Background: an optimization exercise with open tools, aiming at small area and a short achievable clock period. Do not read the settings as production practice.
RTL that was checked went through simulation tests only; none was proved equivalent to the original.
No activity file was given, so power comes from the tool's default toggle rates.

run 1:
==> flow/design.v (excerpt) <==
module pdl_ctrl #(
   parameter int N       = 32,
   parameter int OUT_NUM = 8
) (
   input  logic                 clk,
   input  logic                 reset,
   input  logic                 cfg_valid,
   output logic                 cfg_ready,
   input  logic [7:0]           cfg_addr,
   input  logic [N-1:0]         cfg_data,
   output logic                 cfg_err,
   input  logic                 commit,
   input  logic                 arm,
   input  logic                 abort,
   input  logic                 ext_trigger,
   output logic [OUT_NUM-1:0]   ch_trigger,
   output logic [OUT_NUM*N-1:0] ch_dl,
   output logic [OUT_NUM*N-1:0] ch_wb,
   output logic                 busy,
   output logic                 commit_pending,
   output logic                 done
);
export LEC_CHECK = 0
export CAP_MARGIN = 20
export CORE_MARGIN = 2
export CORE_UTILIZATION = 60
export CTS_CLUSTER_DIAMETER = 100
export CTS_CLUSTER_SIZE = 25
export SETUP_SLACK_MARGIN = 1.5
export SLEW_MARGIN = 20
export SYNTH_HIERARCHICAL = 1
export BUFFER_PORTS_ARGS = -buffer_cell sky130_fd_sc_hd__buf_2
create_clock -name core_clock -period 3.4 [get_ports {clk}]
standard.sh (not shown) runs the stock make flow with config.mk's settings and CLKGATE_MAP_FILE= SYNTH_SCRIPT=/design/flow/synth_recipe.tcl, a recipe that flattens the netlist after the stock synthesis.
==> flow/flow/run.sh <==
#!/bin/bash
# The standard layout with two changes, both made through config.mk:
#  - buffer_ports uses plain buf_2 cells for the port buffers instead of
#    the delay cells it picks by default;
#  - the slow OR3/OR4 cells are kept out of the combinational logic (they
#    are added to DONT_USE_CELLS; no register cell is affected).
# The make output goes to standard.log in the work folder; ORFS's own
# per-step logs stay under orfs/logs/.
set -euo pipefail
cat >> config.mk <<'EOF'
export BUFFER_PORTS_ARGS = -buffer_cell sky130_fd_sc_hd__buf_2
export DONT_USE_CELLS += sky130_fd_sc_hd__or3_1 sky130_fd_sc_hd__or3_2 sky130_fd_sc_hd__or3_4 sky130_fd_sc_hd__or4_1 sky130_fd_sc_hd__or4_2 sky130_fd_sc_hd__or4_4 sky130_fd_sc_hd__or3b_1 sky130_fd_sc_hd__or3b_2 sky130_fd_sc_hd__or3b_4 sky130_fd_sc_hd__or4b_1 sky130_fd_sc_hd__or4b_2 sky130_fd_sc_hd__or4b_4 sky130_fd_sc_hd__or4bb_1 sky130_fd_sc_hd__or4bb_2 sky130_fd_sc_hd__or4bb_4
EOF
bash standard.sh > standard.log 2>&1
Run 1 has completed all stages; timing, DRC and antenna checks passed.
The inputs of run 2 differ from those of run 1 as listed below.
diff --git a/flow/config.mk b/flow/config.mk
--- a/flow/config.mk
+++ b/flow/config.mk
@@ -9,6 +9,6 @@
 export CORE_MARGIN = 2
-export CORE_UTILIZATION = 60
+export CORE_UTILIZATION = 65
 export CTS_CLUSTER_DIAMETER = 100
 export CTS_CLUSTER_SIZE = 25
-export SETUP_SLACK_MARGIN = 1.5
+export SETUP_SLACK_MARGIN = 1.45
 export SLEW_MARGIN = 20
## What came out
Compared with run 1, run 2 shows a count of clock-buffer cells in the layout that is 2 lower. [compare] base=run 1 new=run 2: global-route total usage across every layer rose by 2.9 points, critical path buffer and inverter count +1, wire length fell by about 1.1%, total number of nets in the final design was more or less identical, total power of the final layout dropped 0.63%. Run comparison: run 1 category of the critical setup timing path reg2out; run 2 category of the critical setup timing path reg2reg. A termination of the worst setup path of act_dl[3][23] is what run 2 shows, while ch_dl[187] belongs to run 1. Summary of run 2 over run 1: number of clock sinks flat, non-filler instance count after layout down 2.0%.
The following lists how run 3 was set up differently from run 2:
diff --git a/flow/config.mk b/flow/config.mk
--- a/flow/config.mk
+++ b/flow/config.mk
@@ -12,3 +12,4 @@
 export CTS_CLUSTER_SIZE = 25
-export SETUP_SLACK_MARGIN = 1.45
+export GPL_TIMING_DRIVEN = 0
+export SETUP_SLACK_MARGIN = 1.5
 export SLEW_MARGIN = 20
In terms of area of the multi-input gates, run 3 and run 2 differ only marginally. Run 3 — peak per-stage delay on the critical path 0.05 ns lower, run 2 as reference. Run 3: number of clock buffers in the layout about 1.6% above run 2. Final-layout worst hold slack for run 3 is higher than for run 2. Across both runs, fraction of area in registers was lower for run 3 than for run 2. Run 3 completed every stage of the flow, and the final layout passed the timing, design-rule and antenna checks. Share of power burned in combinational logic (run 3 over run 2): increase, 0.5 points. Cmp run 2 and run 3 / synthesis-to-finish area growth / higher: run 3. The run with more setup slack is run 3; run 2 has less. Looking at area of all placed cells without fillers, run 3 sits about 2.6% higher than run 2 does. Looking at number of logic stages on the critical path including buffering, run 3 sits 2 above run 2. On total design power, run 2 beats run 3.


Another version of the RTL of pdl_ctrl (not shown whole).
Size in the first run: roughly 3400 cells after synthesis, roughly 1300 flip-flops, ~570 I/O pins, about 43000 sq um of cells after synthesis.
==> flow/config.mk <==
export PLATFORM = sky130hd
export DESIGN_NAME = pdl_ctrl
export DESIGN_NICKNAME = pdl_ctrl
export VERILOG_FILES = /design/flow/design.v
export SDC_FILE = /design/flow/constraint.sdc
export NUM_CORES = 4
export LEC_CHECK = 0
export CAP_MARGIN = 40
export CORE_MARGIN = 2
export CORE_UTILIZATION = 60
export CTS_CLUSTER_DIAMETER = 100
export CTS_CLUSTER_SIZE = 25
export SETUP_SLACK_MARGIN = 1.35
export SLEW_MARGIN = 40
export SYNTH_HIERARCHICAL = 1
export BUFFER_PORTS_ARGS = -buffer_cell sky130_fd_sc_hd__buf_2
export DONT_USE_CELLS += sky130_fd_sc_hd__or3_1 sky130_fd_sc_hd__or3_2 sky130_fd_sc_hd__or3_4 sky130_fd_sc_hd__or4_1 sky130_fd_sc_hd__or4_2 sky130_fd_sc_hd__or4_4 sky130_fd_sc_hd__or3b_1 sky130_fd_sc_hd__or3b_2 sky130_fd_sc_hd__or3b_4 sky130_fd_sc_hd__or4b_1 sky130_fd_sc_hd__or4b_2 sky130_fd_sc_hd__or4b_4 sky130_fd_sc_hd__or4bb_1 sky130_fd_sc_hd__or4bb_2 sky130_fd_sc_hd__or4bb_4
==> flow/constraint.sdc <==
create_clock -name core_clock -period 3.4 [get_ports {clk}]
set_input_delay 0.6800 -clock core_clock [delete_from_list [all_inputs] [get_ports {clk}]]
set_output_delay 0.6800 -clock core_clock [all_outputs]
set_load 0.01 [all_outputs]
Scripts as last shown in full above: flow/flow/run.sh
The starting point finished with timing, DRC and antenna clean.
Rerun with:
--- a/flow/config.mk
+++ b/flow/config.mk
@@ -7,5 +7,5 @@
 export LEC_CHECK = 0
-export CAP_MARGIN = 40
+export CAP_MARGIN = 20
 export CORE_MARGIN = 2
-export CORE_UTILIZATION = 60
+export CORE_UTILIZATION = 70
 export CTS_CLUSTER_DIAMETER = 100
@@ -13,3 +13,3 @@
 export SETUP_SLACK_MARGIN = 1.35
-export SLEW_MARGIN = 40
+export SLEW_MARGIN = 20
 export SYNTH_HIERARCHICAL = 1
Outcome: Total power decreases by 0.58%. Wire length went down by about 2.4%. Synthesized cell count is unchanged. Clock-buffer cell count drops by 2. Hold slack improves by 0.0045 ns.
Rerun with:
--- a/flow/config.mk
+++ b/flow/config.mk
@@ -9,3 +9,3 @@
 export CORE_MARGIN = 2
-export CORE_UTILIZATION = 70
+export CORE_UTILIZATION = 60
 export CTS_CLUSTER_DIAMETER = 100
Final cell count grows by 3.8%.
Design area grows by 0.65%.
Worst setup slack degrades by 0.045 ns.
Total power grows by 0.60%.
Utilization shrinks by 11 points.
Sequential power barely changes.
Hold slack barely changes.
Area after synthesis stays the same.
No functional check of the RTL was part of any run of this note.


## main
Another version of the RTL of pdl_ctrl (not shown whole).
Size in the first run: roughly 5,600 cells after synthesis, ~1,300 flip-flops.
## pdl_ctrl
module pdl_ctrl #(
   parameter int N       = 32,
   parameter int OUT_NUM = 8
) (
   input  logic                 clk,
   input  logic                 reset,
   input  logic                 cfg_valid,
   output logic                 cfg_ready,
   input  logic [7:0]           cfg_addr,
   input  logic [N-1:0]         cfg_data,
   output logic                 cfg_err,
   input  logic                 commit,
   input  logic                 arm,
   input  logic                 abort,
   input  logic                 ext_trigger,
   output logic [OUT_NUM-1:0]   ch_trigger,
   output logic [OUT_NUM*N-1:0] ch_dl,
   output logic [OUT_NUM*N-1:0] ch_wb,
   output logic                 busy,
   output logic                 commit_pending,
   output logic                 done
);
clock: 3.4 ns
lec_check: 0
cap_margin: 20
core_margin: 2
core_utilization: 60
cts_cluster_diameter: 100
cts_cluster_size: 25
setup_slack_margin: 1.5
slew_margin: 20
synth_hierarchical: 1
buffer_ports_args: -buffer_cell sky130_fd_sc_hd__buf_2
Scripts as last shown in full above: flow/flow/run.sh
--- input diff main..the feature branch ---
-- flow/config.mk --
<<< main, line 8
export CAP_MARGIN = 20
export CORE_MARGIN = 2
export CORE_UTILIZATION = 60
export CTS_CLUSTER_DIAMETER = 100
export CTS_CLUSTER_SIZE = 25
>>> the feature branch, line 8
export CAP_MARGIN = 20
export CORE_MARGIN = 2
export CORE_UTILIZATION = 65
export CTS_CLUSTER_DIAMETER = 100
export CTS_CLUSTER_SIZE = 25
Findings:
- Comparing the feature branch and main, the lower global routing usage summed across all routing layers is on main.
- Cmp the feature branch and main / fill cell total of the finished layout / lower: the feature branch
- | pre-CTS setup slack | higher: the feature branch |
- On final instance area: the feature branch sits below main.
- Comparing setup slack for the feature branch and main, the bigger number came from main.
No run of this note included a check of the RTL's function; only the layout flow was run.


pdl_ctrl with an RTL version that a note above also has.
For scale: about 1300 flip-flops, about 570 I/O pins, roughly 0.043 mm2 of cells after synthesis.
clock: 3.4 ns
lec_check: 0
cap_margin: 20
core_margin: 2
core_utilization: 55
cts_cluster_diameter: 100
cts_cluster_size: 25
place_density: 0.7
setup_slack_margin: 1.5
slew_margin: 20
synth_hierarchical: 1
buffer_ports_args: -buffer_cell sky130_fd_sc_hd__buf_2
Scripts as last shown in full above: flow/flow/run.sh
The starting point went through all stages and came out clean.
Edit:
--- a/flow/config.mk
+++ b/flow/config.mk
@@ -8,9 +8,8 @@
 export CAP_MARGIN = 20
 export CORE_MARGIN = 2
-export CORE_UTILIZATION = 55
+export CORE_UTILIZATION = 60
 export CTS_CLUSTER_DIAMETER = 100
 export CTS_CLUSTER_SIZE = 25
-export PLACE_DENSITY = 0.7
-export SETUP_SLACK_MARGIN = 1.5
+export SETUP_SLACK_MARGIN = 1.35
 export SLEW_MARGIN = 20
 export SYNTH_HIERARCHICAL = 1
Result:
- die area is lower by 8.2%
- worst setup slack degrades by 0.16 ns
- combinational power fell by about 7%
- final area went down by 2.3%
- count of clock-buffer cells in the layout does not change
- maximum frequency fell by 7.7%

==> static timing again, ports no longer ideal <==
The flow's constraints put no driver on any port. The routed layouts listed below were extracted and timed again, unchanged, in two steps. Step 1 sets driving cells, clkbuf_16 on the clock port and buf_2 on the other inputs (assumed; they add their load-dependent delay and slew). Step 2 moves the port delays by t, midway between the first and last clock arrival at a register: inputs arrive t later, outputs are due t later. That takes back most of the time a late clock gives input paths. Three values: no drivers, after step 1, after step 2; two values: the first two.
| run | t, ns | setup WS [ns] | hold slack, ns | latest minus earliest clock arrival (ns) |
|---|---|---|---|---|
| run 1 | 0.738 | 1.514 / 1.441 / 0.858 | 0.271 / 0.230 / 0.461 | 0.016 / 0.015 |
| run 2 | 0.732 | 1.446 / 1.399 / 0.770 | 0.242 / 0.199 / 0.460 | 0.029 / 0.029 |
| run 3 | 0.734 | 1.487 / 1.415 / 0.799 | 0.251 / 0.199 / 0.470 | 0.018 / 0.019 |
| the first run of note 2 | 0.730 | 1.327 / 1.327 / 0.863 | 0.247 / 0.222 / 0.463 | 0.025 / 0.025 |
| the second run of note 2 | 0.724 | 1.317 / 1.317 / 0.695 | 0.252 / 0.230 / 0.454 | 0.036 / 0.036 |
| the third run of note 2 | 0.728 | 1.272 / 1.272 / 0.724 | 0.253 / 0.235 / 0.454 | 0.029 / 0.030 |
| main | 0.750 | 1.423 / 1.364 / 0.820 | 0.219 / 0.165 / 0.463 | 0.026 / 0.025 |
| the feature branch | 0.742 | 1.323 / 1.323 / 0.897 | 0.206 / 0.165 / 0.462 | 0.021 / 0.021 |
| the first run of note 4 | 0.716 | 1.521 / 1.458 / 0.801 | 0.259 / 0.213 / 0.471 | 0.021 / 0.021 |
| the second run of note 4 | 0.728 | 1.364 / 1.294 / 0.757 | 0.229 / 0.185 / 0.462 | 0.032 / 0.031 |
After both steps every run listed still meets setup and hold. The setup slack of the first run of note 4, which loses most, moves by -0.063 ns with the drivers and by -0.720 ns with both steps.
